Context: an optimization exercise on an open-source flow, tuned for small area and a short achievable clock period. The choices shown serve that exercise and are no tape-out recipe. Only simulation tests tie the RTL to the original design; equivalence was not proved. Power is estimated from default activity; no workload was simulated.

<file path="design/flow/design.v">
package bmp_pkg;
  localparam int HEADER_WORDS = 14;
  localparam int GROUP_WORDS  = 3;
  localparam int SIZE_LO_WORD = 0;
  localparam int SIZE_HI_WORD = 1;
  typedef logic [31:0] word_t;
  typedef logic [23:0] pixel_t;
  typedef logic [1:0]  mode_t;
  typedef logic [31:0] count_t;
  localparam mode_t MODE_THRESHOLD  = 2'd1;
  localparam mode_t MODE_BRIGHTNESS = 2'd2;
  typedef logic [95:0] pixel_group_t;
endpackage
module bmp_filter
(
  input  logic       dut_if,
  input  logic       reset_ind,
  input  logic       in_valid,
  input  bmp_pkg::word_t      in_data,
  input  bmp_pkg::mode_t      mode,
  input  logic [7:0] proc_val,
  output logic       out_valid,
  output bmp_pkg::word_t      out_data,
  output logic       frame_done
);
  logic [31:0] d;
  logic        v;
  logic [4:0]  s;
  logic [29:0] cnt;       
  logic        thr;       
  logic        bri;       
  logic [7:0]  pv;        
  logic [8:0]  st;        
  logic [31:0] q0, q1;
  logic [1:0]  n;
  logic        rd;
  logic        fin;       
  logic        out_last;
  logic pix, ph0, ph1, ph2, s01, last;
  assign pix = s[4];
  assign ph0 = (s[1:0] == 2'd0);
  assign ph1 = s[0];
  assign ph2 = s[1];
  assign s01 = (s[4:1] == 4'd0);           
  assign last = !s01 && (cnt == 30'd3);
  always_ff @(posedge dut_if) begin
    d <= in_data;
    v <= in_valid && !reset_ind;
  end
  always_ff @(posedge dut_if) begin
    if (s == 5'd0 && !v) begin
      thr <= (mode == bmp_pkg::MODE_THRESHOLD);
      bri <= (mode == bmp_pkg::MODE_BRIGHTNESS);
      pv  <= proc_val;
    end
  end
  logic [29:0] cnt_dec;
  assign cnt_dec = cnt - 30'(v && !s01);
  always_ff @(posedge dut_if) begin
    cnt[13:0]  <= (s == 5'd0) ? {d[7:0], d[15:10]} : cnt_dec[13:0];
    cnt[29:14] <= (s == 5'd1) ? {d[23:16], d[31:24]} : cnt_dec[29:14];
    if (reset_ind) begin
      s <= 5'd0;
    end else if (v) begin
      if (last)                    s <= 5'd0;
      else if (s == 5'd13)         s <= 5'b10000;
      else if (pix && ph2)         s <= 5'b10000;
      else                         s <= s + 5'd1;
    end
  end
  logic [9:0] lim;
  logic [9:0] sum_a, sum_b;
  logic       ra, rb;
  assign lim   = 10'(pv) + 10'({pv, 1'b0}) + 10'd2;
  assign sum_a = 10'(d[31:24]) + 10'(ph2 ? 8'd0 : d[23:16]) + 10'(ph0 ? {1'b0, d[15:8]} : st);
  assign sum_b = 10'(d[7:0]) + 10'(ph0 ? 8'd0 : d[15:8]) + 10'(ph2 ? d[23:16] : 8'd0);
  assign ra = sum_a > lim;
  assign rb = sum_b > lim;
  always_ff @(posedge dut_if) begin
    if (v) st <= sum_b[8:0];
  end
  logic        tpix;
  logic [7:0]  pe;
  logic [31:0] wdata;
  assign tpix = thr && pix;
  assign pe   = (bri && pix) ? pv : 8'd0;
  always_comb begin
    for (int j = 0; j < 4; j++) begin
      logic [8:0] sum;
      sum = 9'(d[8*j +: 8]) + 9'(pe);
      if (sum[8] != pe[7]) wdata[8*j +: 8] = {8{sum[8]}};
      else                 wdata[8*j +: 8] = sum[7:0];
    end
    if (tpix) wdata = {{8{ra}}, {8{ph2 ? rb : ra}}, {8{ph0 ? ra : rb}}, {8{rb}}};
  end
  logic       push, rel, pop, wr, lw, fix1, fix2, byp;
  logic [1:0] held;
  assign push = v;
  assign rel  = v && pix && (ph2 || last);         
  assign held = pix ? s[1:0] : 2'd0;               
  assign pop  = (n > held) || (rel && n != 2'd0);
  assign wr   = rd ^ n[0];
  assign lw   = !wr;                               
  assign fix1 = v && tpix && !ph0;                 
  assign fix2 = v && tpix && ph2;                  
  assign byp  = fix1 && n[0];                      
  always_ff @(posedge dut_if) begin
    if (push && !wr) q0 <= wdata;
    else if (lw == 1'b0) begin
      if (fix1) q0[7:0]  <= {8{ra}};
      if (fix2) q0[15:8] <= {8{ra}};
    end
    if (push && wr) q1 <= wdata;
    else if (lw == 1'b1) begin
      if (fix1) q1[7:0]  <= {8{ra}};
      if (fix2) q1[15:8] <= {8{ra}};
    end
  end
  logic [31:0] qh;
  assign qh = rd ? q1 : q0;
  always_ff @(posedge dut_if) begin
    out_data <= {qh[31:8], byp ? {8{ra}} : qh[7:0]};
    out_last <= fin && (n == 2'd1);
    if (reset_ind) begin
      n          <= 2'd0;
      rd         <= 1'b0;
      fin        <= 1'b0;
      out_valid  <= 1'b0;
      frame_done <= 1'b0;
    end else begin
      n          <= n + 2'(push) - 2'(pop);
      rd         <= rd ^ pop;
      if (push && last)                fin <= 1'b1;
      else if (pop && n == 2'd1)       fin <= 1'b0;
      out_valid  <= pop;
      frame_done <= out_valid && out_last;
    end
  end
endmodule
</file>
<file path="design/flow/run.sh">
#!/bin/bash
# synth_recipe.tcl (not shown) runs the flow's synth.tcl, then flattens the netlist and writes it again
# the make line also repeats each setting of config.mk as NAME=value (left out here)
make -C /OpenROAD-flow-scripts/flow DESIGN_CONFIG=/design/flow/config.mk WORK_HOME=/design/flow/orfs CLKGATE_MAP_FILE= SYNTH_SCRIPT=/design/flow/synth_recipe.tcl finish
</file>
<file path="design/flow/config.mk">
export PLATFORM = sky130hd
export DESIGN_NAME = bmp_filter
export DESIGN_NICKNAME = bmp_filter
export VERILOG_FILES = /design/flow/design.v
export SDC_FILE = /design/flow/constraint.sdc
export NUM_CORES = 4
export LEC_CHECK = 0
export ABC_CLOCK_PERIOD_IN_PS = 2500
export CAP_MARGIN = 20
export CORE_MARGIN = 2
export CORE_UTILIZATION = 40
export SETUP_SLACK_MARGIN = 5
export SLEW_MARGIN = 20
</file>
<file path="design/flow/constraint.sdc">
create_clock -name core_clock -period 10.0 [get_ports {dut_if}]
set_input_delay 2.0000 -clock core_clock [delete_from_list [all_inputs] [get_ports {dut_if}]]
set_output_delay 2.0000 -clock core_clock [all_outputs]
set_load 0.01 [all_outputs]
</file>
==> impl_metrics.env, run 1 <==
export IMPL_vias=7483
export IMPL_leakagePower_uw=0.005073
export IMPL_drc_errors=0
export IMPL_clk_pin_slew_ps=80
export IMPL_grt_usage_pct=19.89
export IMPL_setup_slack_ps=5235
export IMPL_period_needed_ps=4765
export IMPL_fp_row_count=58
export IMPL_ys_flop_type="dfxtp_1"
export IMPL_regArea_um2=4637
export IMPL_status="complete, no violations"
export IMPL_path_max_fanout=10
export IMPL_total_power_uw=2755
export IMPL_vias_per_cell=5.270
export IMPL_netlist_instances=987
export IMPL_die_area_um2=27000
export IMPL_synth_area_um2=10280
export IMPL_syn2layout_area_growth_pct=21.14
export IMPL_reg2reg_depth=20
export IMPL_drt_wirelength_per_cell_um=18.09
export IMPL_ys_types=62
export IMPL_power_density_nw_per_um2=221.2
export IMPL_fin_worst_skew_ps=11.44
export IMPL_slew_limit_headroom_pct=43.71
export IMPL_peakVddDrop_v=0.0001177
export IMPL_clock_sinks=190
export IMPL_setup_violations=0
export IMPL_seq_area_frac_synth_pct=45.08
export IMPL_cts_hold_buf=0
export IMPL_grt_start_max_net_pins=34
export IMPL_layout_commonest_cell="dfxtp_1"
export IMPL_fin_crit_sh_pct=47.65
export IMPL_nNetsFinal=1235
export IMPL_clk_latency_ps=440
export IMPL_ant_nets=0
export IMPL_drive_above_1_share_pct=11.65
export IMPL_layout_common_cells="105 x dfxtp_1, 91 x a21oi_1, 89 x ha_1, 83 x edfxtp_1, 78 x clkdlybuf4s50_1"
export IMPL_die_y_um=164.3
export IMPL_antenna_cells=0
export IMPL_routed_wl_mm=25.69
export IMPL_pre_cts_slack_ps=4377
export IMPL_ys_ff_latch=190
export IMPL_start_kind="register"
export IMPL_drtPass1Iterations=5
export IMPL_hold_violations=0
export IMPL_critPathRequiredTime_ps=10190
export IMPL_path_class="register to register"
export IMPL_antenna_found_initial=0
export IMPL_r2r_start="s[1]"
export IMPL_cts_tree="yes"
export IMPL_hold_path_class="register to register"
export IMPL_die_x_um=164.3
export IMPL_worst_pin_slew_ps=841.3
export IMPL_fin_tns_setup_ps=0
export IMPL_multiInputGateArea_um2=5518
export IMPL_ys_top_cells_by_area="edfxtp_1 24%, dfxtp_1 21%, ha_1 11%"
export IMPL_dpl_hpwl_mm=19.34
export IMPL_clk_path_buf_depth=2
export IMPL_drv_cap=0
export IMPL_dr_first_iter_drc_count=445
export IMPL_synth_nets=1145
export IMPL_synth_top_area_cell="edfxtp_1"
export IMPL_hold_end="frame_done"
export IMPL_synth_edff_count=83
export IMPL_hold_depth=2
export IMPL_nFillCells=2227
export IMPL_first_global_vias=7470
export IMPL_endpoint_kind="register"
export IMPL_start_util_pct=40.83
export IMPL_gp_congestion=0.8761
export IMPL_avgSynthCellArea_um2=10.42
export IMPL_core_area_um2=25180
export IMPL_cts_root_buf="clkbuf_16"
export IMPL_max_freq_mhz=209.9
export IMPL_synth_top_area_share_pct=24.24
export IMPL_io_pins=79
export IMPL_overflow=0
export IMPL_cts_max_level=4
export IMPL_slew_viol_final=0
export IMPL_worstPathArrival_ps=4960
export IMPL_r2r_setup_slack_ps=5230
export IMPL_rsz0062_at_grt="no"
export IMPL_timing_rr_end="q0[14]"
export IMPL_ys_warn_count=1
export IMPL_grt_pass1_wl_mm=40.71
export IMPL_worstHoldStart="out_last"
export IMPL_async_flop_share_pct=0
export IMPL_io_buffer_count=78
export IMPL_cts_buffers_inserted=17
-- cells in the mapped netlist, types with 2 or more instances --
cell type	n
o211ai_1	2
and2_1	8
or3_1	10
and3_1	8
a21oi_1	98
a31oi_1	7
xor2_1	18
nand2_1	59
a21o_1	14
nor3_1	23
nand2b_1	12
nand4_1	6
o21ai_0	47
mux2_2	25
nor3b_1	2
nand4b_1	2
nor3_2	6
a32oi_1	2
a2111oi_0	3
edfxtp_1	83
o21bai_1	9
nand3b_1	2
nor4_1	7
buf_1	3
o21a_1	12
buf_2	2
o41ai_1	4
inv_1	65
a211oi_1	11
dfxtp_1	107
a221oi_1	3
fa_1	23
o21ai_1	2
nor2b_1	24
nand3_1	10
nor2_1	67
nor4_4	2
clkbuf_1	21
or2_1	2
mux2i_1	15
o31ai_1	7
xnor2_1	44
or2_2	2
ha_1	90
-- area by class of cell --
class                      count  area share (%)
sequential                   190           37.23
multi-input combinational    704           44.30
tap                          330           3.315
clock inverter                15           1.688
inverter                      66           2.049
timing repair buffer          98           7.997
clock buffer                  17           3.416
-- worst max-delay path by stage --
stage / startpoint / to / slack (ps) / depth (start not counted)
final: s[1] / q0[14] / 5230 / 20
after global routing: s[1] / q1[17] / 4990 / 21
after global placement: s[1] / q1[14] / 4530 / 19
after detailed placement: s[1] / q1[13] / 4380 / 19
after CTS: s[1] / q0[21] / 5010 / 20
after floorplan: s[1] / q1[13] / 4990 / 23
-- critical path: stages, from the launching register on --
cell and delay [ps]:
dfxtp_2 330, buf_12 130, inv_8 80, ha_4 200, mux2_4 330, fa_2 440
ha_1 240, fa_2 360, a21o_1 170, a21oi_2 170, o21bai_1 90, a21oi_2 160
xnor2_1 150, ha_1 270, nand4_1 170, inv_2 70, a2111oi_4 510, nor3_4 120
a211oi_4 270, buf_6 160, a31oi_1 90
-- power by group --
part	internal [uW]	switching (uW)	total (uW)
Clock	369	360	730
Combinational	450	479	930
Sequential	1020	78.0	1100
-- state kept, by name, indices dropped and copies added (netlist names) --
signal      count
bri             1
cnt            30
d              32
fin             1
frame_done      1
n               2
out_data       32
out_last        1
out_valid       1
pv              8
q0             32
q1             32
rd              1
s               5
st              9
thr             1
v               1
-- logic make-up after synthesis --
| logic type | count (synthesis) | synth area share [%] |
|---|---|---|
| AND/OR/NAND/NOR | 256 | 12.86 |
| AO/OA/AOI/OAI | 233 | 13.65 |
| flip-flops | 190 | 45.08 |
| adder cells (fa/ha/maj) | 113 | 15.43 |
| buffers and inverters | 93 | 3.493 |
| XOR/XNOR | 62 | 5.282 |
| multiplexers | 40 | 4.199 |
-- routing by layer --
| layer | track usage, % | vias up | routed length, um |
|---|---|---|---|
| li1 | - | 3711 | - |
| met1 | 26.67 | 3542 | 11640 |
| met2 | 32.90 | 202 | 12300 |
| met3 | 3.232 | 28 | 1202 |
| met4 | 6.220 | 0 | 542 |
| met5 | 0 | - | 0 |
-- timing repair --
item,CTS,global route
pin swaps,6,15
buffers inserted,6,9
endpoints found under the hold margin,0,0
setup endpoints to repair,72,72
gates cloned,0,0
gates resized for setup,20,33
-- through the flow --
step / hold WS [ps] / instance area [um2] / utilization (%) / std cells
after floorplan: 395.2 / 10340 / - / 987
after global placement: 415.9 / 11440 / 45.43 / 1372
after detailed placement: 421.4 / 11440 / 45.43 / 1372
after CTS: 431.7 / 12260 / 48.69 / 1410
after global routing: 458.9 / 12450 / 49.46 / 1420
final: 424.2 / 12450 / 49.46 / 1420
==> run 2, diff against run 1 <==
==> design/flow/config.mk (replaced) <==
export PLATFORM = sky130hd
export DESIGN_NAME = bmp_filter
export DESIGN_NICKNAME = bmp_filter
export VERILOG_FILES = /design/flow/design.v
export SDC_FILE = /design/flow/constraint.sdc
export NUM_CORES = 4
export LEC_CHECK = 0
export CAP_MARGIN = 20
export CORE_MARGIN = 2
export CORE_UTILIZATION = 40
export SLEW_MARGIN = 20
==> run 2 against run 1 <==
Effect of this change:
- maximum frequency shrank 34%
- combinational power shrank 13%
- core utilization fell by 1.8 points
- sequential share of layout area rose by 1.4 points
- synthesized cell count unchanged
- critical path depth decreased by 1
- sequential power about the same
- highest routed layer unchanged
==> impl_metrics.env, run 2 <==
export IMPL_grt_start_max_net_pins=34
export IMPL_internal_power_uw=1752
export IMPL_crit_family="compound AO/OA/AOI/OAI gates"
export IMPL_die_x_um=164.3
export IMPL_overflow=0
export IMPL_clock_sinks=190
export IMPL_rsz0062_at_grt="no"
export IMPL_vias=7428
export IMPL_multiInputGateArea_um2=5298
export IMPL_fin_worst_skew_ps=7.694
export IMPL_cts_root_buf="clkbuf_16"
export IMPL_drv_cap=0
export IMPL_routed_wl_mm=25.00
export IMPL_first_global_vias=7280
export IMPL_synth_nets=1145
export IMPL_nFillCells=2332
export IMPL_drive_above_1_share_pct=6.990
export IMPL_reg2reg_depth=19
export IMPL_ys_types=62
export IMPL_dpl_hpwl_mm=19.29
export IMPL_regArea_um2=4634
export IMPL_vias_per_cell=5.294
export IMPL_synth_top_area_cell="edfxtp_1"
export IMPL_worstPathArrival_ps=7330
export IMPL_nNetsFinal=1218
export IMPL_cts_hold_buf=0
export IMPL_max_freq_mhz=139.1
export IMPL_setup_slack_ps=2813
export IMPL_netlist_instances=987
export IMPL_ys_ff_latch=190
export IMPL_clockPowerShare_pct=26.7
export IMPL_hold_depth=2
export IMPL_hold_violations=0
export IMPL_peakVddDrop_v=0.0001252
export IMPL_worst_pin_slew_ps=1117
export IMPL_antenna_found_initial=0
export IMPL_fin_crit_sh_pct=71.87
export IMPL_power_frac_seq_pct=42.1
export IMPL_timing_rr_end="q0[13]"
export IMPL_drtPass1Iterations=4
export IMPL_path_max_fanout=23
export IMPL_status="complete, no violations"
export IMPL_combPwrFrac_pct=31.2
export IMPL_crit_top_cell="ha_1"
export IMPL_clk_latency_ps=440
export IMPL_hold_path_class="register to register"
export IMPL_ctsResizeCount=0
export IMPL_grt_usage_pct=19.62
export IMPL_clk_pin_slew_ps=80
export IMPL_io_buffer_count=78
export IMPL_cts_max_level=4
export IMPL_ys_flop_type="dfxtp_1"
export IMPL_fp_row_count=58
export IMPL_synth_area_um2=10280
export IMPL_gp_congestion=0.8875
export IMPL_path_cells="clkinv_1, ha_1, mux2_2, fa_1, ha_1, fa_1, a21o_1, a21oi_1, o21bai_1, a21oi_1, o21ai_0, ha_1, nand4_1, a211oi_1, a2111oi_0, buf_4, nor3_1, a211oi_1, a31oi_1"
export IMPL_ys_warn_count=1
export IMPL_path_class="register to register"
export IMPL_syn2layout_area_growth_pct=16.68
export IMPL_fin_tns_setup_ps=0
export IMPL_postCtsSetupBuffers=0
export IMPL_die_y_um=164.3
export IMPL_cp_slowest_cell="a211oi_1"
export IMPL_ys_top_cells_by_area="edfxtp_1 24%, dfxtp_1 21%, ha_1 11%"
export IMPL_die_area_um2=27000
export IMPL_ant_nets=0
export IMPL_leakagePower_uw=0.004916
export IMPL_avgSynthCellArea_um2=10.42
export IMPL_synth_common_cells="107 x dfxtp_1, 98 x a21oi_1, 90 x ha_1"
export IMPL_drt_wirelength_per_cell_um=17.82
export IMPL_layout_commonest_cell="dfxtp_1"
export IMPL_start_kind="register"
export IMPL_cts_tree="yes"
export IMPL_period_needed_ps=7187
export IMPL_pre_cts_slack_ps=2948
export IMPL_crit_start="s[1]"
export IMPL_cp_slowest_stage_delay_ps=960
export IMPL_cts_buffers_inserted=17
export IMPL_drc_errors=0
export IMPL_layout_common_cells="107 x dfxtp_1, 98 x a21oi_1, 90 x ha_1, 83 x edfxtp_1, 78 x clkdlybuf4s50_1"
export IMPL_slew_viol_final=0
export IMPL_clk_path_buf_depth=2
export IMPL_yosys_cell_count_top_type="dfxtp_1"
export IMPL_dr_first_iter_drc_count=478
export IMPL_power_switching_share_pct=32.56
export IMPL_r2r_start="s[1]"
export IMPL_p_sw_uw=845.9
export IMPL_io_pins=79
export IMPL_power_density_nw_per_um2=216.6
export IMPL_critPathRequiredTime_ps=10140
export IMPL_endpoint_kind="register"
export IMPL_async_flop_share_pct=0
export IMPL_synth_edff_count=83
export IMPL_antenna_cells=0
export IMPL_worstHoldStart="out_last"
export IMPL_cp_num_buf_inv=2
export IMPL_synth_top_area_share_pct=24.24
export IMPL_grt_pass1_wl_mm=39.90
export IMPL_core_area_um2=25180
export IMPL_hold_end="frame_done"
export IMPL_start_util_pct=40.83
export IMPL_slew_limit_headroom_pct=25.11
export IMPL_seq_area_frac_synth_pct=45.08
export IMPL_r2r_setup_slack_ps=2810
export IMPL_setup_violations=0
run 2: changes by cell type in the layout (fill, tap and decap cells not counted), moves of 3 or more:
cell / previous run / this run
a211oi_4: 3 / 0
nor3_1: 18 / 23
buf_12: 4 / 0
a211oi_1: 7 / 10
a21oi_2: 7 / 0
o21ai_0: 41 / 47
buf_4: 13 / 3
inv_1: 62 / 65
nor3_4: 3 / 0
o21ai_1: 8 / 2
a21oi_1: 91 / 98
inv_2: 3 / 0
run 2: final cells by class:
type	instances	share of cell area, %
Clock buffer	17	3.546
Tap cell	330	3.442
Timing Repair Buffer	81	6.696
Clock inverter	15	1.460
Inverter	66	2.065
Sequential cell	190	38.63
Multi-Input combinational cell	704	44.16
run 2: cell families after synthesis:
group / after synthesis / synth area share (%)
xor+xnor: 62 / 5.282
fa+ha+maj: 113 / 15.43
mux: 40 / 4.199
buf+inv: 93 / 3.493
flops: 190 / 45.08
simple gates: 256 / 12.86
compound gates: 233 / 13.65
run 2: per-layer routing:
layer	routed length (um)	GRT usage, %
met1	11560	26.24
met2	11820	31.88
met3	1025	3.864
met4	595	6.419
met5	0	0
run 2: worst max-delay path by stage:
stage / end / slack (ps) / depth (start not counted)
CTS: q0[21] / 2950 / 19
detailed placement: q1[21] / 2950 / 19
floorplan: q0[13] / 4190 / 22
finish: q0[13] / 2810 / 19
global placement: q1[13] / 3110 / 19
global route: q0[21] / 2220 / 19
run 2: worst reg2reg max path, delay by kind of cell, from the launching register on:
family / cells / cell delay, ps
muxes: 1 / 460
adders and majority gates: 5 / 2130
DFF: 1 / 790
buffers and inverters: 2 / 710
AOI/OAI and AO/OA: 9 / 2570
and+or+nand+nor: 2 / 250
run 2: metrics by stage:
step / instance area, um2 / total power [uW] / hold slack (ps) / cells / utilization (%)
finish: 12000 / 2598 / 418.0 / 1403 / 47.64
global route: 12000 / 2769 / 441.3 / 1403 / 47.64
CTS: 11990 / 2620 / 419.4 / 1403 / 47.62
detailed placement: 11390 / 1923 / 403.2 / 1371 / 45.24
global placement: 11390 / 1913 / 407.4 / 1371 / 45.22
floorplan: 10280 / 1634 / 395.2 / 987 / -
run 2: power groups by stage:
| stage | logic [uW] | registers (uW) | clock network (uW) |
|---|---|---|---|
| 2_1_floorplan | 519 | 1120 | 0 |
| 3_3_place_gp | 801 | 1110 | 0 |
| 3_5_place_dp | 809 | 1110 | 0 |
| 4_1_cts | 814 | 1100 | 709 |
| 5_1_grt | 920 | 1110 | 738 |
| 6_report | 810 | 1090 | 693 |

port drivers added, routing unchanged:
Ports are ideal in the flow. The routed layouts listed here were re-timed in OpenROAD.
Step 1 (the two cells are an assumption about what drives the block):
set clk [get_ports {dut_if}]
set_driving_cell -lib_cell sky130_fd_sc_hd__clkbuf_16 $clk
set_driving_cell -lib_cell sky130_fd_sc_hd__buf_2 [delete_from_list [all_inputs] $clk]
Step 2 adds t to the input delays and takes it off the output delays; t is the mean of the earliest and latest rising clock arrival at the registers after step 1. Input paths then give back, and output paths get back, about the clock's delay inside the block.
Slacks: no drivers / after step 1 / after step 2; pairs: no drivers / after step 1.
run | t, ns | setup slack, ns | worst slew at a driven data input, ns
run 1 | 0.480 | 5.235 / 5.235 / 5.235 | 0.04
run 2 | 0.488 | 2.813 / 2.813 / 2.813 | 0.04
After both steps setup and hold are still met in every run listed.
